This is an optimization exercise on Yosys and OpenROAD, whose aim is small area, a short achievable clock period and few clock cycles per item, not a production implementation. The RTL was checked by simulation tests, not by an equivalence proof against the original design.

==> design/flow/design.v <==
`default_nettype none
package hba_pkg;
   localparam int DATA_W      = 32;
   localparam int WIDE_W      = 64;
   localparam int CNT_W       = 5;
   localparam int CSR_IDX_W   = 3;
   localparam int REQ_TDATA_W = 72;
   localparam int REQ_TUSER_W = 3;
   localparam int RSP_TDATA_W = 72;
   localparam logic [WIDE_W-1:0] ONE_Q16   = 64'd65536;
   localparam logic [33:0]       STEP_CAP  = 34'h2_0000_0000;
   localparam logic [DATA_W-1:0] Q_MAX     = 32'h7fff_ffff;
   localparam logic [DATA_W-1:0] Q_MIN     = 32'h8000_0000;
   localparam logic [CNT_W-1:0]  CNT_LAST  = 5'd31;
   typedef enum logic [2:0] {
      CMD_SPIKE      = 3'd0,
      CMD_RATE_EVENT = 3'd1,
      CMD_TOGGLE     = 3'd2,
      CMD_TICK       = 3'd3,
      CMD_SET_ACTIVE = 3'd4,
      CMD_RESET      = 3'd5
   } hba_cmd_type;
   typedef enum logic [CSR_IDX_W-1:0] {
      REG_BIAS_RATE    = 3'd0,
      REG_TARGET_GAIN  = 3'd1,
      REG_RATE_SCALE   = 3'd2,
      REG_THRESHOLD    = 3'd3,
      REG_BIAS_FLOOR   = 3'd4,
      REG_BIAS_CEILING = 3'd5,
      REG_BIAS_INITIAL = 3'd6
   } hba_reg_type;
   typedef struct packed {
      logic [DATA_W-1:0] bias_rate;
      logic [DATA_W-1:0] target_rate_gain;
      logic [DATA_W-1:0] rate_scale;
      logic [DATA_W-1:0] potential_threshold;
      logic [DATA_W-1:0] bias_floor;
      logic [DATA_W-1:0] bias_ceiling;
      logic [DATA_W-1:0] bias_initial;
   } hba_cfg_type;
   localparam hba_cfg_type CFG_RESET = {
      32'd0,
      32'd0,
      32'd65536,
      32'd0,
      32'h8000_0000,
      32'h7fff_ffff,
      32'd0
   };
   typedef struct packed {
      logic busy;
      logic neg;
   } hba_unit_status_type;
   typedef enum logic [1:0] {
      UNIT_IDLE,
      UNIT_MUL1,
      UNIT_MAG,
      UNIT_MUL2
   } hba_unit_state_type;
   typedef enum logic [1:0] {
      ST_IDLE,
      ST_RUN,
      ST_UPDATE,
      ST_OUTPUT
   } hba_state_type;
endpackage
`default_nettype wire
`default_nettype none
import hba_pkg::*;
module hba_csr_regs
(
   input  logic                 clock,
   input  logic                 reset,
   input  logic                 csr_wr_en,
   input  logic [CSR_IDX_W-1:0] csr_index,
   input  logic [DATA_W-1:0]    csr_wdata,
   output hba_pkg::hba_cfg_type          cfg
);
   logic [DATA_W-1:0] wd0, wd1;
   logic [6:0]        load;
   hba_pkg::hba_cfg_type cfg_ff, cfg_d;
   assign wd0 = csr_wdata & {DATA_W{~reset}};
   assign wd1 = csr_wdata | {DATA_W{reset}};
   always_comb begin
      for (int i = 0; i < 7; i++)
         load[i] = reset || (csr_wr_en && (csr_index == i));
      cfg_d.bias_rate           = wd0;
      cfg_d.target_rate_gain    = wd0;
      cfg_d.rate_scale          = {wd0[31:17], wd1[16], wd0[15:0]};
      cfg_d.potential_threshold = wd0;
      cfg_d.bias_floor          = {wd1[31], wd0[30:0]};
      cfg_d.bias_ceiling        = {wd0[31], wd1[30:0]};
      cfg_d.bias_initial        = wd0;
   end
   always_ff @(posedge clock) begin
      if (load[0]) cfg_ff.bias_rate           <= cfg_d.bias_rate;
      if (load[1]) cfg_ff.target_rate_gain    <= cfg_d.target_rate_gain;
      if (load[2]) cfg_ff.rate_scale          <= cfg_d.rate_scale;
      if (load[3]) cfg_ff.potential_threshold <= cfg_d.potential_threshold;
      if (load[4]) cfg_ff.bias_floor          <= cfg_d.bias_floor;
      if (load[5]) cfg_ff.bias_ceiling        <= cfg_d.bias_ceiling;
      if (load[6]) cfg_ff.bias_initial        <= cfg_d.bias_initial;
   end
   assign cfg = cfg_ff;
endmodule
`default_nettype wire
`default_nettype none
import hba_pkg::*;
module hba_scaler
(
   input  logic                 pass1,
   input  logic [WIDE_W-1:0]    acc,
   input  logic [WIDE_W-1:0]    mcand,
   input  logic [7:0]           digit,
   input  logic [7:0]           low,
   input  logic [WIDE_W-1:0]    offset,
   output logic [WIDE_W+7:0]    sum
);
   localparam int W = WIDE_W + 8;
   logic [W-1:0] op [0:9];
   logic [W-1:0] s1a, c1a, s1b, c1b, s1c, c1c;
   logic [W-1:0] s2a, c2a, s2b, c2b;
   logic [W-1:0] s3, c3, s4, c4, s5, c5;
   function automatic logic [2*W-1:0] csa(input logic [W-1:0] a,
                                          input logic [W-1:0] b,
                                          input logic [W-1:0] c);
      logic [W-1:0] s, k;
      s = a ^ b ^ c;
      k = (a & b) | (a & c) | (b & c);
      csa = {k[W-2:0], 1'b0, s};
   endfunction
   always_comb begin
      for (int j = 0; j < 8; j++)
         op[j] = {8'd0, mcand & {WIDE_W{digit[j]}}} << j;
      op[8] = pass1 ? {8'd0, acc[WIDE_W-9:0], low} : {8'd0, acc};
      op[9] = {{8{offset[WIDE_W-1]}}, offset};
      {c1a, s1a} = csa(op[0], op[1], op[2]);
      {c1b, s1b} = csa(op[3], op[4], op[5]);
      {c1c, s1c} = csa(op[6], op[7], op[8]);
      {c2a, s2a} = csa(s1a, c1a, s1b);
      {c2b, s2b} = csa(c1b, s1c, c1c);
      {c3, s3}   = csa(s2a, c2a, s2b);
      {c4, s4}   = csa(c2b, op[9], s3);
      {c5, s5}   = csa(c3, c4, s4);
      sum = s5 + c5;
   end
endmodule
`default_nettype wire
`default_nettype none
import hba_pkg::*;
module homeostatic_bias_adaptation_unit
(
   input  logic                   clock,
   input  logic                   reset,
   input  logic                   req_tvalid,
   output logic                   req_tready,
   input  logic [REQ_TDATA_W-1:0] req_tdata,
   input  logic [REQ_TUSER_W-1:0] req_tuser,
   output logic                   rsp_tvalid,
   input  logic                   rsp_tready,
   output logic [RSP_TDATA_W-1:0] rsp_tdata,
   input  logic                   csr_wr_en,
   input  logic [CSR_IDX_W-1:0]   csr_index,
   input  logic [DATA_W-1:0]      csr_wdata
);
   localparam logic [2:0] E_IDLE = 3'd0, E_P1 = 3'd1, E_P2 = 3'd2, E_ADD = 3'd3, E_DONE = 3'd4;
   function automatic logic [5:0] bitlen32(input logic [31:0] v);
      logic [5:0] n;
      n = 6'd0;
      for (int i = 0; i < 32; i++)
         if (v[i]) n = i + 1;
      bitlen32 = n;
   endfunction
   function automatic logic [6:0] bitlen64(input logic [63:0] v);
      logic [6:0] n;
      n = 7'd0;
      for (int i = 0; i < 64; i++)
         if (v[i]) n = i + 1;
      bitlen64 = n;
   endfunction
   function automatic logic [1:0] top_byte(input logic [31:0] v);
      logic [1:0] n;
      n = 2'd0;
      for (int i = 1; i < 4; i++)
         if (v[8*i +: 8] != 8'd0) n = i;
      top_byte = n;
   endfunction
   function automatic logic [31:0] ge_mask(input logic signed [7:0] k);
      logic [31:0] m;
      logic signed [7:0] j;
      for (int i = 0; i < 32; i++) begin
         j = i + 1;
         m[i] = j >= k;
      end
      ge_mask = m;
   endfunction
   function automatic logic [17:0] tclass(input logic [DATA_W-1:0] tv,
                                          input logic [DATA_W-1:0] dv,
                                          input logic [5:0]        blg);
      logic [DATA_W:0]   dd, om;
      logic signed [7:0] s;
      dd = {dv[DATA_W-1], dv} - {tv[DATA_W-1], tv};
      om = dd[DATA_W] ? ~dd : dd;
      s  = $signed({2'b00, bitlen32(om[DATA_W-1:0])}) + $signed({2'b00, blg});
      tclass = {dv == tv, dd[DATA_W], 8'sd67 - s, 8'sd94 - s};
   endfunction
   function automatic logic [DATA_W-1:0] clamp_b(input logic [35:0] v,
                                                 input logic [DATA_W-1:0] lo,
                                                 input logic [DATA_W-1:0] hi);
      if ($signed(v) <= $signed({{4{lo[DATA_W-1]}}, lo}))
         clamp_b = lo;
      else if ($signed(v) >= $signed({{4{hi[DATA_W-1]}}, hi}))
         clamp_b = hi;
      else
         clamp_b = v[DATA_W-1:0];
   endfunction
   hba_pkg::hba_cfg_type cfg;
   hba_csr_regs u_csr (
      .clock     (clock),
      .reset     (reset),
      .csr_wr_en (csr_wr_en),
      .csr_index (csr_index),
      .csr_wdata (csr_wdata),
      .cfg       (cfg)
   );
   logic [DATA_W-1:0] bias_ff, target_ff, lb_ff, lr_ff;
   logic              above_ff, active_ff, rsp_valid_ff;
   logic              stale_ff;
   logic signed [7:0] kb_ff, k1_ff;
   logic              hiok_ff;
   logic              dz_ff, dn_ff;
   logic              hv_ff, hspike_ff, hrate_ff, habove_ff, hengt_ff, hbzc_ff, htzc_ff, bdone_ff;
   logic [DATA_W-1:0] hts_ff;
   logic [2:0]        est_ff;
   logic              ejob_ff;           
   logic [WIDE_W-1:0] acc_ff, x_ff;
   logic [7:0]        digit_ff;
   logic [1:0]        cnt_ff;
   logic              neg_ff, off_ff, corr_ff;
   logic [2:0]        cmd;
   logic [DATA_W-1:0] ts, vm, dtb, dt;
   logic              flag, above_in, above;
   logic              is_spike, is_rate, is_tick;
   logic              need_b, need_t;
   assign vm       = req_tdata[2*DATA_W-1:DATA_W];
   assign flag     = req_tdata[2*DATA_W];
   assign above_in = $signed(vm) > $signed(cfg.potential_threshold);
   assign ts       = hv_ff ? hts_ff : req_tdata[DATA_W-1:0];
   assign above    = hv_ff ? habove_ff : above_in;
   assign cmd      = req_tuser;
   assign is_spike = hv_ff ? hspike_ff : (cmd == CMD_SPIKE);
   assign is_rate  = hv_ff ? hrate_ff : (cmd == CMD_RATE_EVENT);
   assign is_tick  = hv_ff ? (!hspike_ff && !hrate_ff) : (cmd == CMD_TICK);
   assign dtb      = ts - lb_ff;
   assign dt       = ts - lr_ff;
   assign need_b   = active_ff && (is_spike || is_rate) && !bdone_ff;
   assign need_t   = active_ff && (is_rate || is_tick);
   logic              t_zero, t_neg, br_zero, g_zero;
   logic [DATA_W-1:0] t_om;
   logic [5:0]        bl_t, bl_br, bl_g;
   logic [DATA_W:0]   d_rs, d_om;
   logic              d_corr;
   assign t_zero  = (target_ff == '0);
   assign t_neg   = target_ff[DATA_W-1];
   assign t_om    = t_neg ? ~target_ff : target_ff;
   assign br_zero = (cfg.bias_rate == '0);
   assign g_zero  = (cfg.target_rate_gain == '0);
   assign bl_t    = bitlen32(t_om);
   assign bl_br   = bitlen32(cfg.bias_rate);
   assign bl_g    = bitlen32(cfg.target_rate_gain);
   assign d_rs    = {cfg.rate_scale[DATA_W-1], cfg.rate_scale} - {target_ff[DATA_W-1], target_ff};
   assign d_om    = above_ff ? (d_rs[DATA_W] ? ~d_rs : d_rs) : {1'b0, t_om};
   assign d_corr  = above_ff ? d_rs[DATA_W] : t_neg;
   logic [31:0]       maskb;
   logic              sat_b, b_zc, b_fast;
   assign maskb  = ge_mask(kb_ff);
   assign sat_b  = (is_spike && !t_neg) ? |(dtb & {maskb[30:0], 1'b0}) : |(dtb & maskb);
   assign b_zc   = br_zero || t_zero || (dtb == '0);
   assign b_fast = b_zc || sat_b;
   logic              sat_t, t_zc, t_fast;
   assign sat_t  = (|(dt & ge_mask(k1_ff))) && hiok_ff;
   assign t_zc   = dz_ff || g_zero || (dt == '0);
   assign t_fast = t_zc || sat_t;
   logic go, accept, eng_b, eng_t, fast_done, fin, early_b, apply;
   logic edone_b, edone_t, busy;
   logic bzc_i, tzc_i;
   assign go         = !rsp_valid_ff || rsp_tready;
   assign req_tready = go && !stale_ff && !hv_ff;
   assign accept     = req_tvalid && req_tready;
   assign eng_b      = need_b && !b_fast;
   assign eng_t      = need_t && !t_fast;
   assign fast_done  = accept && !eng_b && !eng_t;
   assign edone_b    = (est_ff == E_DONE) && !ejob_ff;
   assign edone_t    = (est_ff == E_DONE) && ejob_ff;
   assign early_b    = hv_ff && go && edone_b && hengt_ff;
   assign fin        = hv_ff && go && ((edone_b && !hengt_ff) || edone_t);
   assign apply      = fast_done || fin;
   assign bzc_i      = hv_ff ? hbzc_ff : b_zc;
   assign tzc_i      = hv_ff ? htzc_ff : t_zc;
   logic [33:0]       r_b;
   logic [35:0]       r_sel, nb, b_ext, cl_in;
   logic              r_neg;
   logic [36:0]       nb_c;
   logic [DATA_W-1:0] bias_step, bias_keep, bias_new, target_new;
   logic [WIDE_W:0]   t_sum_c;
   logic [WIDE_W-1:0] t_sum;
   logic [DATA_W-1:0] target_e;
   assign r_b    = (acc_ff[WIDE_W-1:33] != '0) ? STEP_CAP : acc_ff[33:0];
   assign b_ext  = {{4{bias_ff[DATA_W-1]}}, bias_ff};
   assign r_sel  = (est_ff == E_ADD) ? {2'b00, r_b} : {20'd0, cfg.bias_rate[DATA_W-1:16]};
   assign r_neg  = (est_ff == E_ADD) ? neg_ff : 1'b1;
   assign nb_c   = {b_ext, 1'b1} + {r_sel ^ {36{r_neg}}, r_neg};
   assign nb     = nb_c[36:1];
   assign cl_in  = edone_b ? acc_ff[35:0] : nb;
   assign bias_step = clamp_b(cl_in, cfg.bias_floor, cfg.bias_ceiling);
   assign bias_keep = clamp_b(b_ext, cfg.bias_floor, cfg.bias_ceiling);
   assign t_sum_c = {{(WIDE_W-DATA_W){target_ff[DATA_W-1]}}, target_ff, 1'b1} +
                    {acc_ff ^ {WIDE_W{neg_ff}}, neg_ff};
   assign t_sum   = t_sum_c[WIDE_W:1];
   assign target_e = ((t_sum[WIDE_W-1:DATA_W-1] == '0) || (t_sum[WIDE_W-1:DATA_W-1] == '1))
                     ? t_sum[DATA_W-1:0] : (t_sum[WIDE_W-1] ? Q_MIN : Q_MAX);
   always_comb begin
      if (edone_b || (bzc_i && is_spike)) bias_new = bias_step;
      else if (bzc_i)                     bias_new = bias_keep;
      else                                bias_new = t_neg ? cfg.bias_floor : cfg.bias_ceiling;
      if (edone_t)    target_new = target_e;
      else if (tzc_i) target_new = target_ff;
      else            target_new = dn_ff ? Q_MIN : Q_MAX;
   end
   logic        t_to_rail, t_to_zero, t_to_eng, above_next;
   logic [17:0] c_t1, c_t0, c_min1, c_max1, c_z1, c_min0, c_max0, c_next;
   logic signed [7:0] kb_cur, kb_rail, kb_next;
   logic              rs_neg;
   logic [5:0]        bl_rl, bl_rh, bl_min, bl_max, bl_z;
   assign t_to_rail  = apply && need_t && !edone_t && !tzc_i;
   assign t_to_zero  = fast_done && (cmd == CMD_RESET);
   assign t_to_eng   = fin && edone_t;
   assign above_next = ((fin && need_t) || (fast_done && (need_t ||
                                              (cmd == CMD_TOGGLE && !active_ff) ||
                                              (cmd == CMD_SET_ACTIVE && flag) ||
                                              (cmd == CMD_RESET)))) ? above : above_ff;
   assign c_t0   = {t_zero, !t_neg && !t_zero,
                    8'sd67 - $signed({2'b00, bl_t}) - $signed({2'b00, bl_g}),
                    8'sd94 - $signed({2'b00, bl_t}) - $signed({2'b00, bl_g})};
   assign c_t1   = tclass(target_ff, cfg.rate_scale, bl_g);
   assign rs_neg = cfg.rate_scale[DATA_W-1];
   assign bl_rl  = bitlen32({1'b0, cfg.rate_scale[DATA_W-2:0]});
   assign bl_rh  = bitlen32({1'b0, ~cfg.rate_scale[DATA_W-2:0]});
   assign bl_min = rs_neg ? bl_rl : 6'd32;
   assign bl_max = rs_neg ? 6'd32 : bl_rh;
   assign bl_z   = rs_neg ? bl_rh : bl_rl;
   assign c_min1 = {cfg.rate_scale == Q_MIN, 1'b0,
                    8'sd67 - $signed({2'b00, bl_min}) - $signed({2'b00, bl_g}),
                    8'sd94 - $signed({2'b00, bl_min}) - $signed({2'b00, bl_g})};
   assign c_max1 = {cfg.rate_scale == Q_MAX, cfg.rate_scale != Q_MAX,
                    8'sd67 - $signed({2'b00, bl_max}) - $signed({2'b00, bl_g}),
                    8'sd94 - $signed({2'b00, bl_max}) - $signed({2'b00, bl_g})};
   assign c_z1   = {cfg.rate_scale == '0, rs_neg,
                    8'sd67 - $signed({2'b00, bl_z}) - $signed({2'b00, bl_g}),
                    8'sd94 - $signed({2'b00, bl_z}) - $signed({2'b00, bl_g})};
   assign c_min0 = {1'b0, 1'b0, 8'sd36 - $signed({2'b00, bl_g}), 8'sd63 - $signed({2'b00, bl_g})};
   assign c_max0 = {1'b0, 1'b1, 8'sd36 - $signed({2'b00, bl_g}), 8'sd63 - $signed({2'b00, bl_g})};
   assign kb_cur  = 8'sd68 - $signed({2'b00, bl_t}) - $signed({2'b00, bl_br});
   assign kb_rail = 8'sd37 - $signed({2'b00, bl_br});
   always_comb begin
      if (t_to_rail) begin
         c_next  = above_next ? (dn_ff ? c_min1 : c_max1) : (dn_ff ? c_min0 : c_max0);
         kb_next = kb_rail;
      end else if (t_to_zero) begin
         c_next  = above_next ? c_z1 : {1'b1, 17'd0};
         kb_next = kb_cur;
      end else begin
         c_next  = above_next ? c_t1 : c_t0;
         kb_next = kb_cur;
      end
   end
   always_ff @(posedge clock) begin
      stale_ff <= reset || csr_wr_en || t_to_eng;
      kb_ff    <= kb_next;
      {dz_ff, dn_ff, k1_ff} <= c_next[17:8];
      hiok_ff  <= $signed(c_next[7:0]) >= 8'sd33;
   end
   logic              pass1, last1, start_b, start_t, fix, sat1;
   logic [6:0]        s_m;
   logic [DATA_W-1:0] gsel, e_new, e_run;
   logic [WIDE_W-1:0] offset;
   logic [WIDE_W+7:0] sum;
   logic [1:0]        top_new;
   assign start_b = accept && eng_b;
   assign start_t = (accept && !eng_b && eng_t) || early_b;
   assign pass1   = (est_ff == E_P1);
   assign last1   = pass1 && (cnt_ff == 2'd0);
   assign gsel    = ejob_ff ? cfg.target_rate_gain : cfg.bias_rate;
   assign offset  = (last1 && off_ff) ? (neg_ff ? ONE_Q16 : (~ONE_Q16 + 64'd1)) : '0;
   assign fix     = (est_ff == E_P2) && (cnt_ff == 2'd0) && off_ff && !neg_ff && x_ff[WIDE_W-1];
   assign s_m     = bitlen64(x_ff) + {1'b0, (ejob_ff ? bl_g : bl_br)};
   assign sat1    = (est_ff == E_P2) && (cnt_ff == 2'd0) && !fix &&
                    (ejob_ff ? (s_m >= 7'd66 && s_m <= 7'd94) : (s_m >= 7'd67));
   assign e_new   = start_b ? dtb : dt;
   assign e_run   = ejob_ff ? dt : dtb;
   assign top_new = top_byte(e_new);
   assign busy    = hv_ff;
   hba_scaler u_scaler (
      .pass1  (pass1),
      .acc    (acc_ff),
      .mcand  (x_ff),
      .digit  (digit_ff),
      .low    (corr_ff ? digit_ff : 8'd0),
      .offset (offset),
      .sum    (sum)
   );
   always_ff @(posedge clock) begin
      if (reset) begin
         est_ff <= E_IDLE;
      end else begin
         unique case (est_ff)
            E_IDLE: if (start_b || start_t) est_ff <= E_P1;
            E_P1:   if (cnt_ff == 2'd0) est_ff <= E_P2;
            E_P2:   if ((cnt_ff == 2'd3 && !fix) || sat1) est_ff <= ejob_ff ? E_DONE : E_ADD;
            E_ADD:  est_ff <= E_DONE;
            default: begin
               if (start_t)  est_ff <= E_P1;
               else if (fin) est_ff <= E_IDLE;
            end
         endcase
      end
   end
   always_ff @(posedge clock) begin
      if (start_b || start_t) begin
         ejob_ff  <= start_t;
         x_ff     <= start_t ? {31'd0, d_om} : {32'd0, t_om};
         corr_ff  <= start_t ? d_corr : t_neg;
         cnt_ff   <= top_new;
         digit_ff <= e_new[8*top_new +: 8];
         acc_ff   <= '0;
         neg_ff   <= start_t ? (above_ff ? d_rs[DATA_W] : !t_neg && !t_zero) : t_neg;
         off_ff   <= start_b && is_spike;
      end else if (pass1) begin
         if (cnt_ff == 2'd0) begin
            x_ff     <= sum[WIDE_W-1:0];
            acc_ff   <= '0;
            digit_ff <= gsel[7:0];
         end else begin
            cnt_ff   <= cnt_ff - 2'd1;
            digit_ff <= e_run[8*(cnt_ff-2'd1) +: 8];
            acc_ff   <= sum[WIDE_W-1:0];
         end
      end else if (fix) begin
         x_ff   <= ~x_ff;
         acc_ff <= {32'd0, gsel};
         neg_ff <= 1'b1;
         off_ff <= 1'b0;
      end else if (sat1) begin
         acc_ff   <= 64'd1 << 40;
      end else if (est_ff == E_P2) begin
         cnt_ff   <= cnt_ff + 2'd1;
         digit_ff <= gsel[8*(cnt_ff+2'd1) +: 8];
         acc_ff   <= sum[WIDE_W+7:8];
      end else if (est_ff == E_ADD) begin
         acc_ff   <= {28'd0, nb};
      end
   end
   always_ff @(posedge clock) begin
      if (reset) begin
         hv_ff    <= 1'b0;
         bdone_ff <= 1'b0;
      end else begin
         if (accept && (eng_b || eng_t)) begin
            hv_ff    <= 1'b1;
            bdone_ff <= 1'b0;
         end else if (fin) begin
            hv_ff    <= 1'b0;
            bdone_ff <= 1'b0;
         end else if (early_b) begin
            bdone_ff <= 1'b1;
         end
      end
   end
   always_ff @(posedge clock) begin
      if (accept) begin
         hts_ff    <= ts;
         hspike_ff <= is_spike;
         hrate_ff  <= is_rate;
         habove_ff <= above;
         hengt_ff  <= eng_b && eng_t;
         hbzc_ff   <= b_zc;
         htzc_ff   <= t_zc;
      end
   end
   always_ff @(posedge clock) begin
      if (reset) begin
         bias_ff      <= CFG_RESET[DATA_W-1:0];   
         target_ff    <= '0;
         lb_ff        <= '0;
         lr_ff        <= '0;
         above_ff     <= 1'b0;
         active_ff    <= 1'b0;
         rsp_valid_ff <= 1'b0;
      end else begin
         rsp_valid_ff <= apply || (rsp_valid_ff && !rsp_tready);
         above_ff     <= above_next;
         if (early_b) bias_ff <= bias_new;
         if (fin) begin
            if (need_b) bias_ff <= bias_new;
            if (!is_tick) lb_ff <= ts;
            if (need_t) begin
               target_ff <= target_new;
               lr_ff     <= ts;
            end
         end
         if (fast_done) begin
            unique case (cmd)
               CMD_SPIKE, CMD_RATE_EVENT, CMD_TICK: begin
                  if (need_b) bias_ff <= bias_new;
                  if (active_ff && !is_tick) lb_ff <= ts;
                  if (need_t) begin
                     target_ff <= target_new;
                     lr_ff     <= ts;
                  end
               end
               CMD_TOGGLE: begin
                  active_ff <= !active_ff;
                  if (!active_ff) begin
                     lb_ff <= ts;
                     lr_ff <= ts;
                  end
               end
               CMD_SET_ACTIVE: begin
                  active_ff <= flag;
                  if (flag) begin
                     lb_ff <= ts;
                     lr_ff <= ts;
                  end
               end
               CMD_RESET: begin
                  bias_ff   <= cfg.bias_initial;
                  target_ff <= '0;
                  lb_ff     <= '0;
                  lr_ff     <= '0;
               end
               default: ;
            endcase
         end
      end
   end
   assign rsp_tvalid = rsp_valid_ff;
   assign rsp_tdata  = {{(RSP_TDATA_W-2*DATA_W-1){1'b0}}, active_ff, target_ff, bias_ff};
endmodule
`default_nettype wire
==> design/flow/run.sh <==
#!/bin/bash
# synth_recipe.tcl (not shown) runs the flow's synth.tcl, then flattens the netlist and writes it again
# the make line also repeats each setting of config.mk as NAME=value (left out here)
make -C /OpenROAD-flow-scripts/flow DESIGN_CONFIG=/design/flow/config.mk WORK_HOME=/design/flow/orfs CLKGATE_MAP_FILE= SYNTH_SCRIPT=/design/flow/synth_recipe.tcl finish
==> design/flow/config.mk <==
export PLATFORM = sky130hd
export DESIGN_NAME = homeostatic_bias_adaptation_unit
export DESIGN_NICKNAME = homeostatic_bias_adaptation_unit
export VERILOG_FILES = /design/flow/design.v
export SDC_FILE = /design/flow/constraint.sdc
export NUM_CORES = 4
export LEC_CHECK = 0
export CAP_MARGIN = 20
export CORE_MARGIN = 2
export CORE_UTILIZATION = 40
export SETUP_SLACK_MARGIN = 1.6
export SLEW_MARGIN = 20
==> design/flow/constraint.sdc <==
create_clock -name core_clock -period 9.0 [get_ports {clock}]
set_input_delay 1.8000 -clock core_clock [delete_from_list [all_inputs] [get_ports {clock}]]
set_output_delay 1.8000 -clock core_clock [all_outputs]
set_load 0.01 [all_outputs]
==> flow_summary_export.csv, run 1 <==
group,metric,value,unit
critical_path,endpoint_kind,"flop",
critical_path,worst_path_max_delay_cell,"fa_2",
cells_and_area,drive_gt1_frac,0.1187,
synth,synth.area.top_cells,"edfxtp_1, fa_1, ha_1",
clock_network,clock-sinks,560,
synth,synth_area_per_cell,8.135,um^2
clock_network,clock_latency,730,ps
floorplan,die-area,184900,um^2
placement,gp_congestion,1.025,
critical_path,worst_r2r_path_depth,29,
drt,routed_wl,312800,um
sta,period_needed,7576,ps
synth,ys_warn_count,4,
sta,fmax,132.0,MHz
sta,slew_violations,0,
synth,synth_top_area_share,0.1406,
critical_path,path_class,"reg -> reg",
synth,synth_edf_count,340,
synth,synthSimpleGateAreaFrac,0.1886,
sta,timing.slew.headroom,0.1131,
critical_path,setup.worst_path.start_class,"flop",
run,cap_viol_max_count,0,
cells_and_area,final_core_util,0.4678,
sta,fin_setup_tns,0,ps
synth,yosys_most_used_dff,"edfxtp_1",
grt,track_usage,0.3254,
hold_path,min_path_cells,2,
drt,wire_per_inst,26.95,um
critical_path,critPathMaxFanout,5,
critical_path,r2r-start,"est_ff[0]",
clock_network,root_buffer,"clkbuf_16",
critical_path,r2r_end,"acc_ff[60]",
cells_and_area,area_delta_synth_final,16.34,%
grt,grt_pass1_wl,451200,um
sta,clock_skew,73.01,ps
synth,async_reset_ff_frac,0,
cells_and_area,final_nets,10357,
floorplan,die_w,430.0,um
floorplan,rows,156,
synth,synth.largest_area_cell,"edfxtp_1",
sta,finalSetupViolCount,0,
synth,netlist_instances,8925,
grt,first_global_vias,67659,
synth,synth_top_family_by_area,"adder cells",
floorplan,core_area,180500,um^2
critical_path,timing.critical_path.arrival,8150,ps
synth,ys_seq_elements,560,
sta,hold_viol,0,
drt,vias,71619,
sta,worst_pin_slew,1316,ps
status,status,"finished clean",
hold_path,hold-path-endpoint,"lr_ff[4]",
cells_and_area,layout_common_cells,"nand2_1, inv_1, nor2_1",
floorplan,die_y,430.0,um
placement,hpwlAfterDp,240300,um
synth,ys_seq_area_frac,0.2013,
drt,vias_per_cell,6.170,
synth,synth_xor_area_frac,0.04886,
sta,post-route-period-util,0.8418,
drt,detail_route.first_pass.iterations,8,
synth,synthAdderAreaFrac,0.2368,
hold_path,hp-class,"reg -> reg",
sta,grt_setup_unrepaired,"true",
grt,antenna_found_initial,10,
cells_and_area,fillers,17567,
synth,synthMuxAreaShare,0.03648,
drt,drc,0,
critical_path,cpPeakStageDelay,610,ps
clock_network,cts_made_buffers,71,
clock_network,htree_num_levels,3,
drt,drtIter0Drc,8321,
clock_network,clock_path_buffers,3,
critical_path,crit_required,9580,ps
synth,ys_types,105,
critical_path,crit_top_cell,"fa_1",
synth,synth_area,72600,um^2
clock_network,cts_tree,"yes",
grt,grt_max_degree,94,
floorplan,ios,189,
grt,gr-total-overflow,0,
cells_and_area,final_common_cell,"nand2_1",
hold_path,min-delay-start,"lr_ff[4]",
drt,ant_nets,0,
synth,synth_compound_area_frac,0.2146,
floorplan,start_util,0.4021,
clock_network,clk_pin_slew,60,ps
critical_path,rrSetupSlack,1420,ps
placement,port_buffers,174,
-- cells in the mapped netlist (173+ instances only) --
library cell  count
nand2_1         940
inv_1           884
nor2_1          692
a21oi_1         664
ha_1            566
fa_1            505
o21ai_0         482
clkbuf_1        407
edfxtp_1        340
and2_1          278
xnor2_1         232
dfxtp_1         220
a21o_1          197
nand3_1         186
xor2_1          173
-- logic make-up after synthesis --
kind of cell / after synthesis
compound gates: 2399
xor+xnor: 405
fa+ha+maj: 1071
buf+inv: 1382
mux: 233
other cells: 1
simple gates: 2874
flops: 560
-- flip-flops by register name, indices dropped and copies added (netlist names), 2 cells and up --
register / count
x_ff: 64
digit_ff: 8
k1_ff: 8
acc_ff: 64
target_ff: 32
lb_ff: 32
lr_ff: 32
bias_ff: 32
hts_ff: 32
u_csr.cfg_ff: 224
cnt_ff: 2
est_ff: 3
kb_ff: 8
-- per-layer routing --
| layer | vias up | wire, um | GRT usage |
|---|---|---|---|
| li1 | 31988 | - | - |
| met1 | 35221 | 129100 | 0.4385 |
| met2 | 3703 | 136500 | 0.5027 |
| met3 | 707 | 27670 | 0.04606 |
| met4 | 0 | 19620 | 0.1774 |
| met5 | - | 0 | 0 |
-- layout make-up --
class                      instances  area, um^2  share of cell area
multi-input combinational       6993       54820              0.6490
sequential                       560       14650              0.1734
tap                             2370        2965             0.03511
clock inverter                    39       535.5            0.006340
timing repair buffer             659        6173             0.07309
antenna                            7       17.52           0.0002074
inverter                         886        3332             0.03945
clock buffer                      93        1973             0.02336
-- critical path, delay by kind of cell (launching register included) --
family / cells / cell delay [ps]
adder cells (fa/ha/maj): 6 / 2850
AND/OR/NAND/NOR: 4 / 830
buffers and inverters: 4 / 320
multiplexers: 1 / 210
AO/OA/AOI/OAI: 13 / 2670
XOR/XNOR: 1 / 150
flip-flops: 1 / 400
-- worst max path at each step --
stage            startpoint           end  slack (ps)  depth (start not counted)
2_1_floorplan     est_ff[0]    acc_ff[52]        1450                         32
6_report          est_ff[0]    acc_ff[60]        1420                         29
3_5_place_dp   req_tdata[0]  target_ff[8]         620                         25
4_1_cts          acc_ff[40]    bias_ff[2]        1500                         42
3_3_place_gp     acc_ff[33]    bias_ff[5]         620                         35
5_1_grt          acc_ff[40]   bias_ff[14]        1180                         43
-- metrics by stage --
| step | hold slack, ps | area, um^2 | setup WS [ps] | cells |
|---|---|---|---|---|
| finish | 513.4 | 84460 | 1424 | 11607 |
| floorplan | 444.5 | 72770 | 1450 | 8931 |
| global placement | 480.1 | 78400 | 617.8 | 11317 |
| global route | 535.0 | 84450 | 1181 | 11601 |
| CTS | 509.9 | 82040 | 1500 | 11498 |
| detailed placement | 497.1 | 78420 | 622.4 | 11317 |
-- timing repair --
action	4_1_cts	5_1_grt
hold endpoints to repair	0	0
buffers inserted	43	94
hold buffers	0	0
cloned	6	8
setup endpoints to repair	230	317
gates resized for setup	146	321
pin swaps	85	156
Testbench counts, summed over its fixed seeds: cycles 7,366, items 3,840.
==> inputs of run 2 (changes only) <==
--- a/design/flow/design.v
+++ b/design/flow/design.v
@@ -298,7 +298,7 @@
    assign bzc_i      = hv_ff ? hbzc_ff : b_zc;
    assign tzc_i      = hv_ff ? htzc_ff : t_zc;
    logic [33:0]       r_b;
-   logic [35:0]       r_sel, nb, b_ext, cl_in;
+   logic [35:0]       r_sel, nb, nb_z, b_ext, cl_in;
    logic              r_neg;
    logic [36:0]       nb_c;
    logic [DATA_W-1:0] bias_step, bias_keep, bias_new, target_new;
@@ -307,11 +307,12 @@
    logic [DATA_W-1:0] target_e;
    assign r_b    = (acc_ff[WIDE_W-1:33] != '0) ? STEP_CAP : acc_ff[33:0];
    assign b_ext  = {{4{bias_ff[DATA_W-1]}}, bias_ff};
-   assign r_sel  = (est_ff == E_ADD) ? {2'b00, r_b} : {20'd0, cfg.bias_rate[DATA_W-1:16]};
-   assign r_neg  = (est_ff == E_ADD) ? neg_ff : 1'b1;
+   assign r_sel  = {2'b00, r_b};
+   assign r_neg  = neg_ff;
    assign nb_c   = {b_ext, 1'b1} + {r_sel ^ {36{r_neg}}, r_neg};
    assign nb     = nb_c[36:1];
-   assign cl_in  = edone_b ? acc_ff[35:0] : nb;
+   assign nb_z   = b_ext - {20'd0, cfg.bias_rate[DATA_W-1:16]};
+   assign cl_in  = edone_b ? acc_ff[35:0] : nb_z;
    assign bias_step = clamp_b(cl_in, cfg.bias_floor, cfg.bias_ceiling);
    assign bias_keep = clamp_b(b_ext, cfg.bias_floor, cfg.bias_ceiling);
    assign t_sum_c = {{(WIDE_W-DATA_W){target_ff[DATA_W-1]}}, target_ff, 1'b1} +
--- a/design/flow/config.mk
+++ b/design/flow/config.mk
@@ -7,6 +7,6 @@
 export LEC_CHECK = 0
 export CAP_MARGIN = 20
 export CORE_MARGIN = 2
-export CORE_UTILIZATION = 40
+export CORE_UTILIZATION = 55
 export SETUP_SLACK_MARGIN = 1.6
 export SLEW_MARGIN = 20
==> run 2 against run 1 <==
Register-to-register slack gained 220 ps. Still clean. Clock skew shrank 28 ps. Die area shrank 27%.
==> flow_summary_export.csv, run 2 <==
group,metric,value,unit
status,status,"finished clean",
clock_network,clock_path_buffers,3,
drt,drc,0,
drt,drtIter0Drc,8064,
floorplan,ios,189,
floorplan,die-area,135400,um^2
critical_path,crit_required,9570,ps
sta,fmax,135.9,MHz
cells_and_area,final_nets,10088,
hold_path,hold-path-endpoint,"bias_ff[30]",
critical_path,path_class,"reg -> reg",
synth,ys_warn_count,4,
critical_path,timing.critical_path.arrival,7930,ps
grt,antenna_found_initial,8,
clock_network,cts_made_buffers,67,
sta,grt_setup_unrepaired,"true",
cells_and_area,reg.largest.list,"u_csr.cfg_ff x224, acc_ff x64, x_ff x64",
floorplan,start_util,0.5542,
clock_network,clk_pin_slew,70,ps
grt,grt_max_degree,96,
hold_path,min_path_cells,2,
sta,timing.slew.headroom,0.08490,
placement,hpwlAfterDp,222900,um
critical_path,rrSetupSlack,1640,ps
critical_path,r2r-start,"est_ff[1]",
grt,grt_pass1_wl,421700,um
clock_network,cts_tree,"yes",
cells_and_area,drive_gt1_frac,0.08245,
synth,ys_seq_elements,560,
drt,detail_route.first_pass.iterations,9,
cells_and_area,fillers,11764,
drt,wire_per_inst,26.75,um
clock_network,postCtsHoldBufs,0,
grt,gr-total-overflow,0,
clock_network,clock_latency,710,ps
critical_path,worst_r2r_path_depth,27,
synth,yosysMostFrequentCell,"inv_1",
placement,port_buffers,174,
clock_network,htree_num_levels,3,
synth,synth_area_per_cell,8.243,um^2
cells_and_area,final_common_cell,"inv_1",
drt,routed_wl,286100,um
synth,async_reset_ff_frac,0,
sta,period_needed,7359,ps
drt,ant_nets,0,
synth,synth_top_area_share,0.1401,
synth,synth_area,72850,um^2
synth,ys_types,115,
drt,vias,69886,
critical_path,startpoint,"est_ff[1]",
floorplan,die_y,368.0,um
grt,first_global_vias,66688,
sta,fin_setup_tns,0,ps
critical_path,setup.worst_path.start_class,"flop",
sta,hold_ws,444.2,ps
sta,clock_skew,44.97,ps
floorplan,die_w,368.0,um
hold_path,min-delay-start,"u_csr.cfg_ff[30]",
synth,ys_seq_area_frac,0.2006,
floorplan,rows,133,
critical_path,r2r_end,"acc_ff[62]",
run,cap_viol_max_count,0,
clock_network,root_buffer,"clkbuf_16",
clock_network,clock-sinks,560,
critical_path,endpoint_kind,"flop",
synth,netlist_instances,8838,
synth,synth_commonest_cells,"inv_1, nand2_1, nor2_1",
sta,hold_viol,0,
synth,synth.area.top_cells,"edfxtp_1, fa_1, ha_1",
sta,post-route-period-util,0.8176,
cells_and_area,multi_input_area,54070,um^2
synth,synth_edf_count,340,
placement,gp_congestion,1.055,
cells_and_area,area_delta_synth_final,10.90,%
cells_and_area,seq_area,14630,um^2
cells_and_area,regMostFlops,"u_csr.cfg_ff",
cells_and_area,layout_common_cells,"inv_1, nand2_1, nor2_1",
hold_path,hp-class,"reg -> reg",
drt,vias_per_cell,6.533,
sta,slew_violations,0,
sta,worst_pin_slew,1358,ps
critical_path,critPathMaxFanout,13,
sta,finalSetupViolCount,0,
grt,track_usage,0.4097,
cells_and_area,largest_register_ffs,224,
synth,yosys_most_used_dff,"edfxtp_1",
floorplan,core_area,131500,um^2
synth,synth.largest_area_cell,"edfxtp_1",
## run 2: cell count changes after synthesis, sizes merged, moves of 18 or more
cell / before / now
xnor2: 232 / 251
o211ai: 87 / 119
nand3: 188 / 160
nor3: 162 / 144
nand2: 940 / 874
o21ai: 495 / 447
a22oi: 47 / 80
a222oi: 69 / 29
a21oi: 666 / 609
clkbuf: 408 / 390
o22ai: 102 / 62
nor2b: 94 / 114
## run 2: worst max path at each step
stage          slack, ps           to  depth (start not counted)
2_1_floorplan       1710   acc_ff[62]                         29
3_5_place_dp         350  bias_ff[13]                         21
3_3_place_gp         500  bias_ff[13]                         21
6_report            1640   acc_ff[62]                         27
5_1_grt             1500   acc_ff[62]                         27
4_1_cts             1560   acc_ff[61]                         27
## run 2: cell type report
cell class                      count  share of cell area
Clock buffer                       81             0.02227
Antenna cell                        3          0.00009292
Multi-Input combinational cell   6928              0.6692
Tap cell                         1755             0.02718
Sequential cell                   560              0.1810
Inverter                          885             0.04113
Clock inverter                     42            0.007263
Timing Repair Buffer              443             0.05183
## run 2: cell families after synthesis
kind of cell / Yosys count / share of synthesized area
buffers and inverters: 1357 / 0.07153
multiplexers: 233 / 0.03553
AND/OR/NAND/NOR: 2790 / 0.1833
XOR/XNOR: 441 / 0.05302
other: 1 / 0.00005147
flip-flops: 560 / 0.2006
AO/OA/AOI/OAI: 2368 / 0.2170
adder cells (fa/ha/maj): 1088 / 0.2390
## run 2: metrics by stage
stage | worst slack, ps | util | cell area, um^2 | cells
floorplan | 1714 | - | 72900 | 8844
global placement | 496.2 | 0.5848 | 76880 | 10511
detailed placement | 348.3 | 0.5850 | 76910 | 10513
CTS | 1559 | 0.6063 | 79710 | 10655
global route | 1499 | 0.6145 | 80790 | 10694
finish | 1641 | 0.6146 | 80800 | 10697
## run 2: worst max-delay path: stages (launching register included)
cell and delay, ps:
dfxtp_4 370, or3b_4 430, buf_12 180, clkbuf_16 180
buf_4 190, nand2_1 80, nand2_1 110, fa_1 490
fa_1 510, inv_1 50, fa_1 480, inv_1 60
fa_1 540, fa_1 460, ha_4 310, and3_1 220
nand4_1 270, or3_4 490, o32a_1 230, o2111ai_4 200
nand2_2 120, o21ai_4 230, a2111oi_4 110, o21bai_1 150
a21o_1 170, nand2_1 80, mux2_4 310, a311oi_1 210
## run 2: per-layer routing
layer / global-route usage / vias up / part of all wire
li1: - / 31262 / -
met1: 0.5430 / 34035 / 0.39
met5: 0 / - / 0.00016
met3: 0.08178 / 772 / 0.10
met4: 0.2330 / 6 / 0.069
met2: 0.6241 / 3811 / 0.43
## run 2: timing repair
| item | CTS | global route |
|---|---|---|
| cloned | 1 | 5 |
| pin swaps | 8 | 31 |
| buffers inserted | 18 | 33 |
| gates resized for setup | 47 | 149 |
| endpoints found under the setup margin | 279 | 352 |
Testbench counts of run 2, summed over its fixed seeds: cycles 7,366, items 3,840.
==> inputs of run 3 (changes only) <==
--- a/design/flow/config.mk
+++ b/design/flow/config.mk
@@ -5,8 +5,8 @@
 export SDC_FILE = /design/flow/constraint.sdc
 export NUM_CORES = 4
 export LEC_CHECK = 0
-export CAP_MARGIN = 20
+export CAP_MARGIN = 10
 export CORE_MARGIN = 2
 export CORE_UTILIZATION = 55
 export SETUP_SLACK_MARGIN = 1.6
-export SLEW_MARGIN = 20
+export SLEW_MARGIN = 10
==> run 3 against run 2 <==
Flip-flop and latch count unchanged. Final cell count about the same. Critical endpoint is now x_ff[63]. Non-clock buffer count up 3. Via count down 0.29%. Highest routed layer unchanged. Hold slack better by 3.3 ps. Critical path depth down 2. Largest cell class unchanged.
==> flow_summary_export.csv, run 3 <==
group,metric,value,unit
placement,hpwlAfterDp,222900,um
cells_and_area,fillers,11731,
synth,ys_warn_count,4,
cells_and_area,layout.cells.non_filler,10699,
cells_and_area,regMostFlops,"u_csr.cfg_ff",
floorplan,core_area,131500,um^2
placement,dpl-instance-area,76880,um^2
critical_path,timing.critical_path.arrival,7680,ps
cells_and_area,finalInstanceArea,80780,um^2
cells_and_area,final_common_cell,"inv_1",
synth,synth_area,72850,um^2
grt,grt_pass1_wl,422200,um
grt,first_global_vias,66987,
critical_path,rrSetupSlack,1730,ps
critical_path,critPathMaxFanout,8,
critical_path,setup.worst_path.start_class,"flop",
critical_path,endpoint_kind,"flop",
sta,fin_setup_tns,0,ps
cells_and_area,largest_register_ffs,224,
floorplan,die-area,135400,um^2
drt,routed_wl,284600,um
drt,topRoutingLayerUsed,"met5",
drt,wl_met1,112800,um
sta,finalSetupViolCount,0,
floorplan,start_util,0.5542,
clock_network,cts_tree,"yes",
synth,synth.area.top_cells,"edfxtp_1, fa_1, ha_1",
placement,place_inst,10511,
floorplan,rows,133,
clock_network,clock_path_buffers,3,
critical_path,path_class,"reg -> reg",
sta,post-route-period-util,0.8079,
cells_and_area,seq_area,14630,um^2
synth,synth_edf_count,340,
cells_and_area,multi_input_area,54120,um^2
sta,clock_skew,62.05,ps
cells_and_area,reg.largest.list,"u_csr.cfg_ff x224, acc_ff x64, x_ff x64",
sta,hold_viol,0,
floorplan,ios,189,
sta,worst_pin_slew,1375,ps
drt,vias_per_cell,6.513,
synth,async_reset_ff_frac,0,
placement,gp_congestion,1.055,
grt,grt_max_degree,96,
cells_and_area,final_nets,10091,
drt,drc,0,
synth,ys_seq_elements,560,
critical_path,crit_required,9410,ps
drt,vias,69683,
drt,met3_length,29190,um
synth,synth_commonest_cells,"inv_1, nand2_1, nor2_1",
drt,drtIter0Drc,8408,
drt,detail_route.first_pass.iterations,7,
sta,period_needed,7271,ps
synth,synth.largest_area_cell,"edfxtp_1",
clock_network,clk_pin_slew,60,ps
floorplan,die_y,368.0,um
drt,wire_per_inst,26.60,um
drt,route.met2.wl,122400,um
synth,ys_seq_area_frac,0.2006,
hold_path,hp-class,"reg -> reg",
status,status,"finished clean",
sta,timing.slew.headroom,0.07355,
cells_and_area,final_core_util,0.6145,
synth,synth_top_area_share,0.1401,
synth,netlist_instances,8838,
synth,synth_area_per_cell,8.243,um^2
drt,ant_nets,0,
floorplan,die_w,368.0,um
grt,antenna_found_initial,7,
clock_network,clock-sinks,560,
synth,ys_types,115,
grt,gr-total-overflow,0,
cells_and_area,layout_common_cells,"inv_1, nand2_1, nor2_1",
synth,yosys_most_used_dff,"edfxtp_1",
synth,yosysMostFrequentCell,"inv_1",
clock_network,clock_latency,740,ps
cells_and_area,area_delta_synth_final,10.88,%
clock_network,root_buffer,"clkbuf_16",
clock_network,htree_num_levels,3,
cells_and_area,drive_gt1_frac,0.08275,
run,cap_viol_max_count,0,
sta,slew_violations,0,
grt,track_usage,0.4107,
clock_network,cts_made_buffers,67,
sta,fmax,137.5,MHz
placement,port_buffers,174,
sta,grt_setup_unrepaired,"true",
-- run 3: worst paths after layout --
check,start,depth (start not counted),to
worst max-delay path,est_ff[1],25,x_ff[63]
worst min-delay path,u_csr.cfg_ff[30],2,bias_ff[30]
worst max register to register,est_ff[1],25,x_ff[63]
worst min register to register,u_csr.cfg_ff[30],2,bias_ff[30]
-- run 3: per-stage QoR --
| stage | hold slack [ps] | worst slack (ps) |
|---|---|---|
| global placement | 421.2 | 496.2 |
| finish | 447.5 | 1729 |
| floorplan | 408.1 | 1714 |
| global route | 466.0 | 1384 |
| detailed placement | 419.5 | 343.0 |
| CTS | 439.5 | 1567 |
-- run 3: logic make-up after synthesis --
group | after synthesis | share of synthesized area
compound gates | 2368 | 0.2170
fa+ha+maj | 1088 | 0.2390
buf+inv | 1357 | 0.07153
flops | 560 | 0.2006
mux | 233 | 0.03553
xor+xnor | 441 | 0.05302
other cells | 1 | 0.00005147
simple gates | 2790 | 0.1833
-- run 3: worst max-delay path, cell delays in order (launching register included) --
cell and delay, ps:
dfxtp_4 370, or3b_4 530, buf_12 210, mux2i_1 130
fa_1 520, inv_1 50, fa_1 510, fa_1 430
ha_1 300, fa_1 450, ha_1 360, a21o_1 200
a21oi_1 180, o211ai_1 150, a221o_2 420, a211oi_4 320
buf_4 190, nor3_4 50, o31ai_4 350, a211oi_4 150
a221o_1 420, and3_1 240, nor2_2 160, xnor2_2 110
nor2_1 110, a211oi_1 50
-- run 3: cell type report --
| class | instances | area share |
|---|---|---|
| clock buffers | 84 | 0.02267 |
| well taps | 1755 | 0.02718 |
| clock inverters | 40 | 0.006195 |
| inverters | 885 | 0.04114 |
| repair buffers | 446 | 0.05182 |
| multi-input cells | 6928 | 0.6699 |
| flip-flops and latches | 560 | 0.1811 |
| diodes | 1 | 0.00003098 |
-- run 3: per-layer routing --
metal  up-vias  global-route usage
li1      31273                   -
met1     33831              0.5438
met2      3795              0.6214
met3       780             0.07959
met4         4              0.2477
met5         -                   0
-- run 3: repair_timing --
item / 4_1_cts / 5_1_grt
endpoints found under the setup margin: 268 / 363
hold buffers: 0 / 0
gates resized for setup: 44 / 153
pin swaps: 9 / 34
gates cloned: 1 / 3
buffers inserted: 24 / 35
==> inputs of run 4 (changes only) <==
==> design/flow/config.mk (replaced) <==
export PLATFORM = sky130hd
export DESIGN_NAME = homeostatic_bias_adaptation_unit
export DESIGN_NICKNAME = homeostatic_bias_adaptation_unit
export VERILOG_FILES = /design/flow/design.v
export SDC_FILE = /design/flow/constraint.sdc
export NUM_CORES = 4
export LEC_CHECK = 0
export CAP_MARGIN = 20
export CORE_MARGIN = 2
export CORE_UTILIZATION = 60
export SETUP_SLACK_MARGIN = 2.0
export SLEW_MARGIN = 20
==> run 4 against run 3 <==
Area after synthesis unchanged. Final cell count fell by 0.25%. Clock skew is 0.63 ps higher. Synthesized cell count stayed put. Critical path type unchanged.
==> flow_summary_export.csv, run 4 <==
group,metric,value,unit
clock_network,clk_pin_slew,60,ps
drt,drtIter0Drc,9494,
clock_network,clock_path_buffers,3,
critical_path,endpoint_kind,"flop",
critical_path,worst_r2r_path_depth,27,
sta,fmax,136.5,MHz
synth,synth_top_area_share,0.1401,
synth,synth_area,72850,um^2
placement,gp_congestion,1.086,
synth,synth_commonest_cells,"inv_1, nand2_1, nor2_1",
drt,vias,72014,
cells_and_area,reg.largest.list,"u_csr.cfg_ff x224, acc_ff x64, x_ff x64",
sta,period_needed,7327,ps
floorplan,rows,127,
hold_path,hp-class,"reg -> reg",
placement,port_buffers,174,
critical_path,crit_top_cell,"fa_1",
critical_path,critical_path.top_delay_family,"adder cells",
cells_and_area,largest_register_ffs,224,
synth,synth.largest_area_cell,"edfxtp_1",
critical_path,setup.worst_path.start_class,"flop",
floorplan,die_w,352.5,um
sta,worst_pin_slew,1261,ps
sta,grt_setup_unrepaired,"true",
sta,slew_violations,0,
placement,dpl-instance-area,76600,um^2
floorplan,die_y,352.5,um
synth,synth.area.top_cells,"edfxtp_1, fa_1, ha_1",
synth,ys_seq_elements,560,
status,status,"finished clean",
sta,hold_viol,0,
synth,synth_edf_count,340,
drt,drc,0,
sta,hold_ws,455.4,ps
sta,finalSetupViolCount,0,
clock_network,htree_num_levels,3,
synth,ys_warn_count,4,
floorplan,start_util,0.6065,
cells_and_area,multi_input_area,55770,um^2
cells_and_area,drive_gt1_frac,0.1184,
sta,post-route-period-util,0.8142,
cells_and_area,regMostFlops,"u_csr.cfg_ff",
grt,gr-total-overflow,0,
synth,ys_types,115,
grt,antenna_found_initial,8,
critical_path,critPathMaxFanout,12,
drt,wire_per_inst,27.01,um
cells_and_area,area_delta_synth_final,14.22,%
critical_path,crit_buf_inv,6,
cells_and_area,final_common_cell,"nand2_1",
synth,async_reset_ff_frac,0,
clock_network,cts_tree,"yes",
clock_network,cts_made_buffers,68,
critical_path,crit_required,9590,ps
grt,track_usage,0.4472,
cells_and_area,seq_area,14640,um^2
clock_network,clock-sinks,560,
floorplan,die-area,124200,um^2
cells_and_area,final_core_util,0.6927,
cells_and_area,final_nets,10201,
grt,first_global_vias,68320,
grt,grt_max_degree,65,
synth,yosysMostFrequentCell,"inv_1",
sta,timing.slew.headroom,0.1503,
critical_path,path_class,"reg -> reg",
synth,yosys_most_used_dff,"edfxtp_1",
drt,vias_per_cell,6.748,
floorplan,ios,189,
synth,netlist_instances,8838,
placement,hpwlAfterDp,217700,um
clock_network,postCtsHoldBufs,0,
drt,detail_route.first_pass.iterations,9,
cells_and_area,layout_common_cells,"nand2_1, inv_1, nor2_1",
critical_path,cpPeakStageDelay,530,ps
critical_path,worst-path-stages,27,
critical_path,worst_path_max_delay_cell,"or3b_4",
cells_and_area,finalInstanceArea,83210,um^2
grt,grt_pass1_wl,424600,um
drt,ant_nets,0,
sta,clock_skew,62.68,ps
clock_network,root_buffer,"clkbuf_16",
synth,ys_seq_area_frac,0.2006,
synth,synth_area_per_cell,8.243,um^2
sta,fin_setup_tns,0,ps
cells_and_area,fillers,9622,
critical_path,timing.critical_path.arrival,7920,ps
floorplan,core_area,120100,um^2
drt,routed_wl,288200,um
clock_network,clock_latency,740,ps
run,cap_viol_max_count,0,
hold_path,min_path_cells,2,
[run 4: changes by cell type in the layout (fill, tap and decap cells not counted), sizes merged]
cell | previous run | this run
a2bb2oi | 6 | 5
a31o | 12 | 13
a31oi | 89 | 90
buf | 270 | 369
bufbuf | 0 | 4
bufinv | 5 | 4
clkinv | 30 | 28
clkinvlp | 2 | 5
diode | 1 | 8
inv | 888 | 889
or3b | 2 | 6
[run 4: stage by stage]
step,setup slack (ps),cells
final,1673,10672
after global routing,1495,10664
after CTS,1863,10606
after detailed placement,540.9,10370
after global placement,665.7,10370
after floorplan,1901,8844
[run 4: cell type report]
cell class | count | share of cell area
multi-input combinational | 6933 | 0.6702
clock inverter | 41 | 0.006075
tap | 1612 | 0.02424
timing repair buffer | 550 | 0.06181
inverter | 885 | 0.04001
clock buffer | 83 | 0.02149
sequential | 560 | 0.1759
antenna | 8 | 0.0002406
[run 4: per-layer routing]
layer / vias to the layer above / track usage / wire length (um)
met2: 4736 / 0.6718 / 122400
met4: 8 / 0.2920 / 23580
li1: 31476 / - / -
met3: 1158 / 0.1064 / 35360
met1: 34636 / 0.5763 / 106900
met5: - / 0 / 39
[run 4: final timing paths]
check                         from     endpoint  slack, ps
hold reg to reg   u_csr.cfg_ff[30]  bias_ff[30]        460
hold / removal    u_csr.cfg_ff[30]  bias_ff[30]        460
setup / recovery         est_ff[1]   acc_ff[62]       1670
setup reg to reg         est_ff[1]   acc_ff[62]       1670
[run 4: timing repair]
action                                  CTS  global route
setup buffers                           104            52
gates cloned                              8             6
resized for setup                       186           355
endpoints found under the setup margin  364           367
pin swaps                                76            97
[run 4: worst register-to-register path, stage by stage (launching register included)]
cell       delay [ps]
dfxtp_4           360
or3b_4            530
buf_12            210
buf_6             150
mux2i_1           170
fa_1              530
inv_1              50
fa_1              490
inv_1              50
fa_1              470
inv_1              60
fa_1              520
fa_1              430
ha_1              430
a21oi_1           240
o21ai_0           140
nand2_1           210
o32a_1            260
o2111ai_4         250
nand2_2           160
o21ai_1            80
buf_4             150
a2111oi_4         370
o21bai_1          110
a21o_1            170
nand2_1            80
mux2_4            300
a311oi_1          230
[run 4: cells by family after synthesis]
| kind of cell | share of synthesized area |
|---|---|
| AOI/OAI and AO/OA | 0.2170 |
| xor gates and xnor gates | 0.05302 |
| and+or+nand+nor | 0.1833 |
| DFF | 0.2006 |
| adders and majority gates | 0.2390 |
| other | 0.00005147 |
| buffers and inverters | 0.07153 |
| muxes | 0.03553 |

## what the ideal ports hide
The results above use ideal ports. As a check the final layouts listed here were re-extracted and re-timed, cells and wires unchanged.
Step 1 (the two cells are an assumption about what drives the block):
set clk [get_ports {clock}]
set_driving_cell -lib_cell sky130_fd_sc_hd__clkbuf_16 $clk
set_driving_cell -lib_cell sky130_fd_sc_hd__buf_2 [delete_from_list [all_inputs] $clk]
Step 2, shift: input delay + t, output delay - t, t = (earliest + latest rising clock arrival at the registers) / 2. This alone moves slack from input paths to output paths.
Slacks: ideal ports / drivers / drivers and shift; pairs: ideal ports / drivers.
run	t (ns)	setup WS [ns]	worst slew at a driven data input, ns
run 1	0.777	1.424 / 1.424 / 1.027	0.06
run 2	0.764	1.641 / 1.641 / 0.990	0.07
run 3	0.794	1.729 / 1.729 / 1.028	0.05
run 4	0.781	1.673 / 1.673 / 1.342	0.07
After both steps setup and hold are still met in every run listed. The setup slack of run 3, which loses most, moves by 0.000 ns with the drivers and by -0.701 ns with both steps.
